From an optimization exercise on the open Yosys and OpenROAD flow, aimed at small area, a short achievable clock period and few clock cycles per item; shortcuts taken in it are not production practice. In this exercise RTL edits were held to simulation tests only and were not proved equivalent to the original. No activity file was given, so power comes from the tool's default toggle rates.

[flow/run.sh]
#!/bin/bash
# synth_recipe.tcl (not shown) runs the flow's synth.tcl, then flattens the netlist and writes it again
# the make line also repeats each setting of config.mk as NAME=value (left out here)
make -C /OpenROAD-flow-scripts/flow DESIGN_CONFIG=/design/flow/config.mk WORK_HOME=/design/flow/orfs CLKGATE_MAP_FILE= SYNTH_SCRIPT=/design/flow/synth_recipe.tcl finish
[flow/config.mk]
export PLATFORM = sky130hd
export DESIGN_NAME = sfu_stream
export DESIGN_NICKNAME = sfu_stream
export VERILOG_FILES = /design/flow/design.v
export SDC_FILE = /design/flow/constraint.sdc
export NUM_CORES = 4
export LEC_CHECK = 0
export CAP_MARGIN = 20
export CORE_AREA = 5 5 395 395
export DIE_AREA = 0 0 400 400
export SETUP_SLACK_MARGIN = 4.3
export SLEW_MARGIN = 20
[flow/constraint.sdc]
create_clock -name core_clock -period 8.0 [get_ports {clk}]
set_input_delay 1.6000 -clock core_clock [delete_from_list [all_inputs] [get_ports {clk}]]
set_output_delay 1.6000 -clock core_clock [all_outputs]
set_load 0.01 [all_outputs]
[flow/design.v]
module sfu_stream #(
  parameter int LANES      = 16,
  parameter int IN_W       = 8,
  parameter int DATA_W     = 16,
  parameter int FRAC_SHIFT = 4,
  parameter int CNT_W      = 16
) (
  input  logic                    clk,
  input  logic                    rst_n,
  input  logic                    in_valid,
  output logic                    in_ready,
  input  logic [LANES*IN_W-1:0]   in_q,
  input  logic [LANES-1:0]        in_obm,
  input  logic [LANES*DATA_W-1:0] in_odelta,
  input  logic [LANES-1:0]        in_sign,
  input  logic [LANES*DATA_W-1:0] in_xprev,
  input  logic                    in_last,
  input  logic                    cfg_relu_en,
  output logic                    out_valid,
  input  logic                    out_ready,
  output logic [LANES*DATA_W-1:0] out_x,
  output logic [LANES*DATA_W-1:0] out_relu,
  output logic [LANES-1:0]        out_ovf,
  output logic [LANES-1:0]        out_sat,
  output logic                    out_last,
  output logic                    tile_done,
  input  logic                    stat_clr,
  output logic [CNT_W-1:0]        stat_outliers,
  output logic [CNT_W-1:0]        stat_err,
  output logic [CNT_W-1:0]        stat_sat
);
  localparam int XW = LANES * DATA_W;
  localparam int HW = LANES / 2;                  
  localparam int HC = $clog2(HW + 1);             
  localparam int PC = $clog2(LANES + 1);          
  localparam logic [IN_W-1:0] SENTINEL = {1'b1, {(IN_W-1){1'b0}}};
  logic             en, inFire, outFire;
  logic             valid_q, last_q, tileDone_q;
  logic [XW-1:0]    x_q, relu_q;
  logic [LANES-1:0] ovf_q, sat_q;
  logic [HC-1:0]    nOutlLo_q, nOutlHi_q, nErrLo_q, nErrHi_q;
  logic [CNT_W-1:0] statOutliers_q, statErr_q, statSat_q;
  logic [XW-1:0]    x_d, relu_d;
  logic [LANES-1:0] ovf_d, err_d, sat_d;
  function automatic logic [3:0] popcount8(input logic [7:0] v);
    logic [1:0] a0, a1, a2, a3;
    logic [2:0] b0, b1;
    a0 = 2'(v[0]) + 2'(v[1]);
    a1 = 2'(v[2]) + 2'(v[3]);
    a2 = 2'(v[4]) + 2'(v[5]);
    a3 = 2'(v[6]) + 2'(v[7]);
    b0 = 3'(a0) + 3'(a1);
    b1 = 3'(a2) + 3'(a3);
    popcount8 = 4'(b0) + 4'(b1);
  endfunction
  function automatic logic [CNT_W-1:0] satAdd(input logic [CNT_W-1:0] a, input logic [PC-1:0] b);
    logic [CNT_W:0] s;
    s = {1'b0, a} + (CNT_W+1)'(b);
    satAdd = s[CNT_W] ? '1 : s[CNT_W-1:0];
  endfunction
  function automatic logic [DATA_W:0] addPrefix(input logic [DATA_W-1:0] a, input logic [DATA_W-1:0] b);
    logic [DATA_W-1:0] g, p, t, ng, np;
    logic [DATA_W:0]   s;
    int j;
    g = a & b;
    p = a ^ b;
    t = p;
    for (int l = 0; l < $clog2(DATA_W); l++) begin
      ng = g;
      np = p;
      for (int i = 0; i < DATA_W; i++)
        if ((i >> l) & 1) begin
          j = ((i >> l) << l) - 1;
          ng[i] = g[i] | (p[i] & g[j]);
          np[i] = p[i] & p[j];
        end
      g = ng;
      p = np;
    end
    s[0] = t[0];
    for (int i = 1; i < DATA_W; i++) s[i] = t[i] ^ g[i-1];
    s[DATA_W] = a[DATA_W-1] ^ b[DATA_W-1] ^ g[DATA_W-1];
    addPrefix = s;
  endfunction
  assign en      = ~valid_q | out_ready;
  assign inFire  = in_valid & en;
  assign outFire = valid_q & out_ready;
  always_comb begin
    logic [IN_W-1:0]   q;
    logic [DATA_W-1:0] xp, d, r;
    logic [DATA_W:0]   wide;
    x_d    = '0;
    relu_d = '0;
    ovf_d  = '0;
    err_d  = '0;
    sat_d  = '0;
    for (int i = 0; i < LANES; i++) begin
      q    = in_q[i*IN_W +: IN_W];
      xp   = in_xprev[i*DATA_W +: DATA_W];
      ovf_d[i] = (q == SENTINEL);
      err_d[i] = ovf_d[i] & ~in_obm[i];
      if (in_obm[i])     d = in_odelta[i*DATA_W +: DATA_W];
      else if (ovf_d[i]) d = '0;
      else               d = DATA_W'($signed(q)) << FRAC_SHIFT;
      r    = (~cfg_relu_en | in_sign[i]) ? d : '0;
      wide = addPrefix(xp, r);
      sat_d[i] = wide[DATA_W] ^ wide[DATA_W-1];
      relu_d[i*DATA_W +: DATA_W] = r;
      x_d[i*DATA_W +: DATA_W] = sat_d[i] ? {xp[DATA_W-1], {(DATA_W-1){~xp[DATA_W-1]}}}
                                         : wide[DATA_W-1:0];
    end
  end
  always_ff @(posedge clk) begin
    if (inFire) begin
      x_q       <= x_d;
      relu_q    <= relu_d;
      ovf_q     <= ovf_d;
      sat_q     <= sat_d;
      last_q    <= in_last;
      nOutlLo_q <= popcount8(in_obm[HW-1:0]);
      nOutlHi_q <= popcount8(in_obm[LANES-1:HW]);
      nErrLo_q  <= popcount8(err_d[HW-1:0]);
      nErrHi_q  <= popcount8(err_d[LANES-1:HW]);
    end
  end
  always_ff @(posedge clk or negedge rst_n) begin
    if (!rst_n) begin
      valid_q    <= 1'b0;
      tileDone_q <= 1'b0;
    end else begin
      if (en) valid_q <= in_valid;
      tileDone_q <= outFire & last_q;
    end
  end
  always_ff @(posedge clk or negedge rst_n) begin
    if (!rst_n) begin
      statOutliers_q <= '0;
      statErr_q      <= '0;
      statSat_q      <= '0;
    end else if (stat_clr) begin
      statOutliers_q <= '0;
      statErr_q      <= '0;
      statSat_q      <= '0;
    end else if (outFire) begin
      statOutliers_q <= satAdd(statOutliers_q, PC'(nOutlLo_q) + PC'(nOutlHi_q));
      statErr_q      <= satAdd(statErr_q, PC'(nErrLo_q) + PC'(nErrHi_q));
      statSat_q      <= satAdd(statSat_q, PC'(popcount8(sat_q[HW-1:0])) + PC'(popcount8(sat_q[LANES-1:HW])));
    end
  end
  assign in_ready      = en;
  assign out_valid     = valid_q;
  assign out_x         = x_q;
  assign out_relu      = relu_q;
  assign out_ovf       = ovf_q;
  assign out_sat       = sat_q;
  assign out_last      = last_q;
  assign tile_done     = tileDone_q;
  assign stat_outliers = statOutliers_q;
  assign stat_err      = statErr_q;
  assign stat_sat      = statSat_q;
endmodule
==> out/qor.yml, run 1 <==
max_cap_viol_count: 0
fin_setup_tns_ns: 0
yosys.area.top_type_share_pct: 45.6
fmax_mhz: 221
drt-wirelength-per-cell_um: 26.2
synth.yosys.seq_area_share_pct: 49.0
synth_ff_type: "edfxtp_1"
vias: 33735
setup_slack_ns: 3.48
grt_max_degree: 120
routed_wirelength_um: 186000
grt_pass1_vias: 35029
io_buffers: 1274
crit_arrival_ns: 5.03
report.final.slew_viol_count: 0
power.density_mw_per_mm2: 193
grt-ovfl-total: 0
place_inst: 6476
postLayoutCoreUtil_pct: 41.9
final_nets: 6058
dieHeight_um: 400
worstSetupEndpointType: "register"
status: "finished clean"
async_flop_share_pct: 8.18
synth_area_sq_mm: 0.0369
die_area_sq_mm: 0.160
drc: 0
cts-root-buf: "clkbuf_16"
min_path_type: "reg2reg"
clock_skew_ns: 0.0438
slew_headroom_pct: 25.0
required_ns: 8.51
cts_buffers: 80
synthAdderAreaFrac_pct: 14.8
synth_xor_area_share_pct: 3.67
stdcell_area_sq_mm: 0.0636
synth_nets: 4281
drt_iter0_markers: 2099
syn2layout_area_growth_pct: 72.0
ys_seq_elements: 611
synth-simple-area-share_pct: 9.86
grt.total_usage_pct: 21.8
post-route-min-period_ns: 4.52
synthMuxAreaShare_pct: 5.74
rsz0062_at_grt: "true"
synth_edf_count: 561
initial_utilization_pct: 24.4
rows: 143
place_ws_ns: 1.51
core_sq_mm: 0.152
rrSetupSlack_ns: 3.48
fin_crit_sh_pct: 56.5
synth.top_cells.by_area: "edfxtp_1, ha_1, fa_1"
synth_warnings: 1
clk_path_buf_depth: 3
place_area_sq_mm: 0.0529
synth-compound-area-share_pct: 12.2
layoutNonFillerInstCount: 7115
crit_path_max_fanout: 5
drive_above_1_share_pct: 29.5
fillers: 14199
die_w_um: 400
antenna_found_initial: 21
via_per_inst: 4.74
yosysUniqueCellTypes: 81
holdBufCountCts: 0
grt_pass1_wl_um: 250000
synth_top_family_by_area: "adder cells"
tightest_slew_ns: 1.12
first_pass_iters: 6
io_pins: 1275
hold_viol: 0
worstSetupPathType: "reg2reg"
p_leak_nw: 26.4
syn_avg_cell_area_sq_um: 11.4
ant_nets: 0
postSynthCellCount: 3232
clk_transition_reported_paths_ns: 0.06
crit_path_start_kind: "register"
synth_top_area_cell: "edfxtp_1"
peakVddDrop_v: 0.000155
cts_sinks: 611
place.gp.congestion: 0.919
tritoncts: "yes"
htree_levels: 3
dp_hpwl_um: 143000
finalSetupViolations: 0
clk_latency_ns: 0.68
-- cell type report --
class,count,area [sq um],area share (%)
clock buffer,92,2060,3.24
antenna,13,32.5,0.0512
inverter,367,1400,2.20
multi-input combinational,2177,21400,33.7
sequential,611,18100,28.5
timing repair buffer,1772,17400,27.4
tap,2030,2540,4.00
clock inverter,53,549,0.864
-- stage by stage --
step | power (mW) | hold slack, ns
2_1_floorplan | 6.04 | 0.523
3_3_place_gp | 7.70 | 0.510
3_5_place_dp | 7.74 | 0.503
4_1_cts | 12.1 | 0.513
5_1_grt | 12.8 | 0.570
6_report | 12.3 | 0.509
-- layer usage --
layer  wire [um]  vias up  track usage, %  share of wire [%]
met5          11        -               0             0.0059
met1       69300    16707            24.8                 37
li1            -    15238               -                  -
met3       13900      353            5.25                7.4
met2       91500     1435            37.4                 49
met4       11600        2            12.2                6.2
-- cell usage in the layout, fill, tap and decap left out, types with 20 or more instances in the layout --
cell	count
a21o_1	135
a21oi_1	140
a21oi_2	114
a21oi_4	43
and3_1	44
and3_4	25
buf_12	30
buf_2	48
buf_4	314
buf_6	174
clkbuf_16	81
clkdlybuf4s50_1	1088
dfrtp_1	50
dlygate4sd2_1	49
dlymetal6s2s_1	20
edfxtp_1	561
fa_1	76
fa_2	26
ha_1	204
ha_4	58
inv_1	313
inv_2	46
mux2_2	25
mux2i_1	134
nand2_1	115
nand2_2	45
nand2_4	23
nand2b_4	23
nand3_1	34
nor2_1	176
nor2_2	29
nor2_4	30
nor2b_1	21
nor2b_4	28
nor3_1	21
o21ai_0	47
o21ai_2	32
xnor2_1	93
xor2_1	60
-- flip-flops by register name, summed over array words and instances, names as in the netlist --
register / count
statSat_q: 16
nErrLo_q: 4
relu_q: 256
x_q: 256
ovf_q: 16
valid_q: 1
statOutliers_q: 16
last_q: 1
tileDone_q: 1
nErrHi_q: 4
nOutlLo_q: 4
sat_q: 16
statErr_q: 16
nOutlHi_q: 4
-- report_power, final --
group	switching [mW]	leakage (nW)	total (mW)	internal (mW)
sequential	0.163	6.10	4.10	3.94
combinational	2.25	19.1	4.49	2.25
clock	1.57	1.28	3.69	2.12
total	3.98	26.4	12.3	8.31
-- cell usage after synthesis, types with 24 or more instances --
master and instances:
fa_1 102, o21ai_0 87, ha_1 268, nor2b_1 56, dfrtp_1 50, xnor2_1 95
a21o_1 135, nand2_1 183, and3_1 70, a211oi_1 24, nand3_1 46, xor2_1 60
edfxtp_1 561, clkbuf_1 58, mux2i_1 146, nor3_1 25, mux2_2 34, nand2b_1 38
inv_1 367, nor2_1 225, a21oi_1 289
-- worst max-delay path: stages, from the launching register on --
cell and delay, ns:
edfxtp_1 0.56, fa_1 0.60, inv_2 0.06, fa_1 0.53
fa_1 0.43, fa_1 0.51, fa_2 0.22, inv_2 0.04
fa_2 0.34, a21o_1 0.16, a21o_1 0.19, a21oi_4 0.22
nor2_4 0.07, nand2_4 0.10, nand2_2 0.08, nor2_4 0.12
a311oi_1 0.10
-- cell families (layout without fill, tap and decap cells) --
family | Yosys count | in the layout
other | 0 | 13
multiplexers | 195 | 197
adder cells (fa/ha/maj) | 376 | 376
AO/OA/AOI/OAI | 703 | 703
buffers and inverters | 452 | 2284
flip-flops | 611 | 611
XOR/XNOR | 155 | 155
AND/OR/NAND/NOR | 740 | 746
-- path summary, 6_finish.rpt --
path,start,endpoint,cells after the start
max in group asynchronous,rst_n,valid_q$_DFFE_PN0N_,2
setup / recovery,sat_q[3]$_DFFE_PP_,statSat_q[13]$_DFFE_PN0P_,16
hold / removal,statSat_q[8]$_DFFE_PN0P_,statSat_q[8]$_DFFE_PN0P_,1
hold reg to reg,statSat_q[8]$_DFFE_PN0P_,statSat_q[8]$_DFFE_PN0P_,1
min in group asynchronous,rst_n,statErr_q[6]$_DFFE_PN0P_,2
setup reg to reg,sat_q[3]$_DFFE_PP_,statSat_q[13]$_DFFE_PN0P_,16
-- what timing repair did --
item / 4_1_cts / 5_1_grt
endpoints found under the hold margin: 0 / 0
setup buffers: 359 / 102
gates cloned: 19 / 1
setup endpoints to repair: 493 / 310
resized for setup: 1124 / 432
pin swaps: 323 / 233
Testbench counts, summed over its fixed seeds: cycles 9,616, items 9,600.
==> run 2: changes to the inputs <==
==> flow/flow/run.sh (new file) <==
#!/bin/bash
# The standard layout, with each port buffered by a minimum-size buffer (buf_1) instead of the
# delay buffer buffer_ports picks by default; timing repair still resizes any that need it.
set -euo pipefail
export BUFFER_PORTS_ARGS="-buffer_cell sky130_fd_sc_hd__buf_1"
bash standard.sh > standard.log 2>&1
==> flow/standard.sh (new file) <==
#!/bin/bash
# synth_recipe.tcl (not shown) runs the flow's synth.tcl, then flattens the netlist and writes it again
# the make line also repeats each setting of config.mk as NAME=value (left out here)
make -C /OpenROAD-flow-scripts/flow DESIGN_CONFIG=/design/flow/config.mk WORK_HOME=/design/flow/orfs CLKGATE_MAP_FILE= SYNTH_SCRIPT=/design/flow/synth_recipe.tcl "${@:-finish}"
removed: flow/run.sh
==> run 2 against run 1 <==
Clock-buffer cell count is 6 higher. Die area stayed put. Power is 5.5% lower. Critical path type unchanged. Largest power group is now registers.
==> out/qor.yml, run 2 <==
postSynthCellCount: 3232  # unchanged
clk_transition_reported_paths_ns: 0.06  # about the same
io_buffers: 1274  # unchanged
routed_wirelength_um: 176000  # -5.5%
syn2layout_area_growth_pct: 47.6
dp_hpwl_um: 137000  # -3.7%
slew_headroom_pct: 18.8  # -6.2 points
cpPeakStageDelay_ns: 0.64  # +0.04 ns
initial_utilization_pct: 24.4  # unchanged
yosysUniqueCellTypes: 81  # unchanged
status: "finished clean"
cp_slowest_cell: "fa_2"
cts-root-buf: "clkbuf_16"
power.density_mw_per_mm2: 213  # +10%
report.final.slew_viol_count: 0  # unchanged
fmax_mhz: 220  # -0.72%
finalSetupViolations: 0  # unchanged
post-route-min-period_ns: 4.55  # +0.0329 ns
core_sq_mm: 0.152  # unchanged
final_nets: 5939  # -2.0%
dieHeight_um: 400  # unchanged
largest_registers: "relu_q (256), x_q (256)"
clk_latency_ns: 0.68  # about the same
vias: 33227  # -1.5%
critPathTopFamily: "adder cells"
fillers: 15104  # +6.4%
max_cap_viol_count: 0  # unchanged
holdBufCountCts: 0  # unchanged
drt_iter0_markers: 2197  # +4.7%
p_leak_nw: 22.1  # -16%
synth.top_cells.by_area: "edfxtp_1, ha_1, fa_1"
clock_skew_ns: 0.0418  # -0.00204 ns
fin_setup_tns_ns: 0  # unchanged
yosysMostFrequentCell: "edfxtp_1"
path_cells: "fa_2, inv_2, fa_1, fa_1, fa_1, fa_2, inv_2, fa_2, a21o_1, a21o_1, a21oi_4, nor2_4, nand2_4, and4_1, nor3_2"
worstSetupPathType: "reg2reg"
cts_buffers: 78  # -2.5%
antenna_found_initial: 17  # -19%
place_inst: 6476  # unchanged
drc: 0  # unchanged
syn_avg_cell_area_sq_um: 11.4  # unchanged
htree_levels: 3  # unchanged
fin_crit_sh_pct: 56.9  # +0.41 points
die_w_um: 400  # unchanged
layoutNonFillerInstCount: 6992  # -1.7%
via_per_inst: 4.75  # +0.23%
synth.yosys.seq_area_share_pct: 49.0  # unchanged
crit_arrival_ns: 5.08  # +0.05 ns
rows: 143  # unchanged
worstSetupEndpointType: "register"
die_area_sq_mm: 0.160  # unchanged
synth_area_sq_mm: 0.0369  # unchanged
peakVddDrop_v: 0.000157  # +1.7%
synth_common_cells: "edfxtp_1, inv_1, a21oi_1, ha_1, nor2_1"
io_pins: 1275  # unchanged
synth_warnings: 1  # unchanged
grt_max_degree: 149  # +24%
required_ns: 8.53  # +0.02 ns
synth_ff_type: "edfxtp_1"
layout_common_cells: "buf_1, edfxtp_1, inv_1"
min_path_type: "reg2reg"
grt.total_usage_pct: 20.4  # -1.3 points
place.gp.congestion: 0.948  # +3.2%
crit_path_start_kind: "register"
synth_nets: 4281  # unchanged
ys_seq_elements: 611  # unchanged
rsz0062_at_grt: "true"
hold_viol: 0  # unchanged
drive_above_1_share_pct: 25.0  # -4.5 points
drt-wirelength-per-cell_um: 25.2  # -3.8%
first_pass_iters: 6  # unchanged
grt_pass1_wl_um: 235000  # -5.9%
final_common_cell: "buf_1"
cp_num_buf_inv: 2  # unchanged
clk_path_buf_depth: 3  # unchanged
ant_nets: 0  # unchanged
async_flop_share_pct: 8.18  # unchanged
tritoncts: "yes"
synth_edf_count: 561  # unchanged
crit_path_max_fanout: 5  # unchanged
grt_pass1_vias: 33492  # -4.4%
yosys.area.top_type_share_pct: 45.6  # unchanged
synth_top_area_cell: "edfxtp_1"
tightest_slew_ns: 1.22  # +0.0929 ns
grt-ovfl-total: 0  # unchanged
cts_sinks: 611  # unchanged
-- run 2: timing repair --
item                       CTS  global route
pin swaps                  184           203
gates cloned                18             2
resized for setup          547           396
setup buffers              249            95
setup endpoints to repair  307           301
-- run 2: layout make-up --
class	instances	area, sq um	area share (%)
Multi-Input combinational cell	2178	20900	38.3
Sequential cell	611	18100	33.2
Timing Repair Buffer	1654	8980	16.5
Tap cell	2030	2540	4.66
Clock buffer	98	2130	3.91
Inverter	367	1410	2.58
Clock inverter	44	475	0.872
Antenna cell	10	25.0	0.0459
-- run 2: cells by family after synthesis --
logic type | Yosys count | share of synthesized area [%]
fa+ha+maj | 376 | 14.8
compound gates | 703 | 12.2
xor+xnor | 155 | 3.67
simple gates | 740 | 9.86
buf+inv | 452 | 4.78
mux | 195 | 5.74
flops | 611 | 49.0
-- run 2: where the power goes --
group	leakage (nW)	switching [mW]	internal, mW
Sequential	6.10	0.171	3.94
Combinational	14.8	2.18	1.66
Clock	1.25	1.52	2.13
-- run 2: path summary, 6_finish.rpt --
check,start,to,slack [ns],cells after the start
setup / recovery,sat_q[3]$_DFFE_PP_,statSat_q[6]$_DFFE_PN0P_,3.45,15
hold / removal,statSat_q[8]$_DFFE_PN0P_,statSat_q[8]$_DFFE_PN0P_,0.51,1
setup reg to reg,sat_q[3]$_DFFE_PP_,statSat_q[6]$_DFFE_PN0P_,3.45,15
hold reg to reg,statSat_q[8]$_DFFE_PN0P_,statSat_q[8]$_DFFE_PN0P_,0.51,1
max in group asynchronous,rst_n,statErr_q[4]$_DFFE_PN0P_,6.22,2
min in group asynchronous,rst_n,statErr_q[6]$_DFFE_PN0P_,1.15,2
-- run 2: metrics by stage --
step | hold WS, ns | power [mW] | util [%] | instance area [sq um] | worst slack (ns)
floorplan | 0.523 | 6.04 | - | 38300 | 1.93
global placement | 0.502 | 7.13 | 29.7 | 45000 | 1.61
detailed placement | 0.497 | 7.17 | 29.7 | 45000 | 1.71
CTS | 0.508 | 11.4 | 34.3 | 52000 | 3.42
global route | 0.565 | 12.1 | 36.0 | 54500 | 3.28
finish | 0.507 | 11.6 | 36.0 | 54500 | 3.45
-- run 2: metal layers --
metal / part of all wire (%) / vias to the layer above / global-route usage [%] / wire length (um)
met2: 50 / 1450 / 35.5 / 87800
met4: 4.9 / 4 / 9.53 / 8580
met5: 0.010 / - / 0 / 18
li1: - / 14995 / - / -
met3: 7.5 / 306 / 4.63 / 13300
met1: 38 / 16472 / 23.9 / 66400

==> port drivers added, routing unchanged <==
No port has a modelled driver above. Below, the same layouts with a new extraction and two added sets of constraints. Step 1, drivers: a clkbuf_16 drives clk and a buf_2 each remaining input, both assumed. Step 2, shift: input delay + t, output delay - t, t = (earliest + latest rising clock arrival at the registers) / 2. This alone moves slack from input paths to output paths. Slacks: no drivers / after step 1 / after step 2; pairs: no drivers / after step 1.
| run | t (ns) | setup WS [ns] | worst slew at a driven data input, ns | cell pins on the clock port's net |
|---|---|---|---|---|
| run 1 | 0.740 | 3.479 / 3.455 / 2.715 | 0.46 | 1 |
| run 2 | 0.736 | 3.446 / 3.446 / 2.787 | 0.34 | 1 |
After both steps setup and hold are still met in every run listed. The setup slack of run 1, which loses most, moves by -0.024 ns with the drivers and by -0.764 ns with both steps.
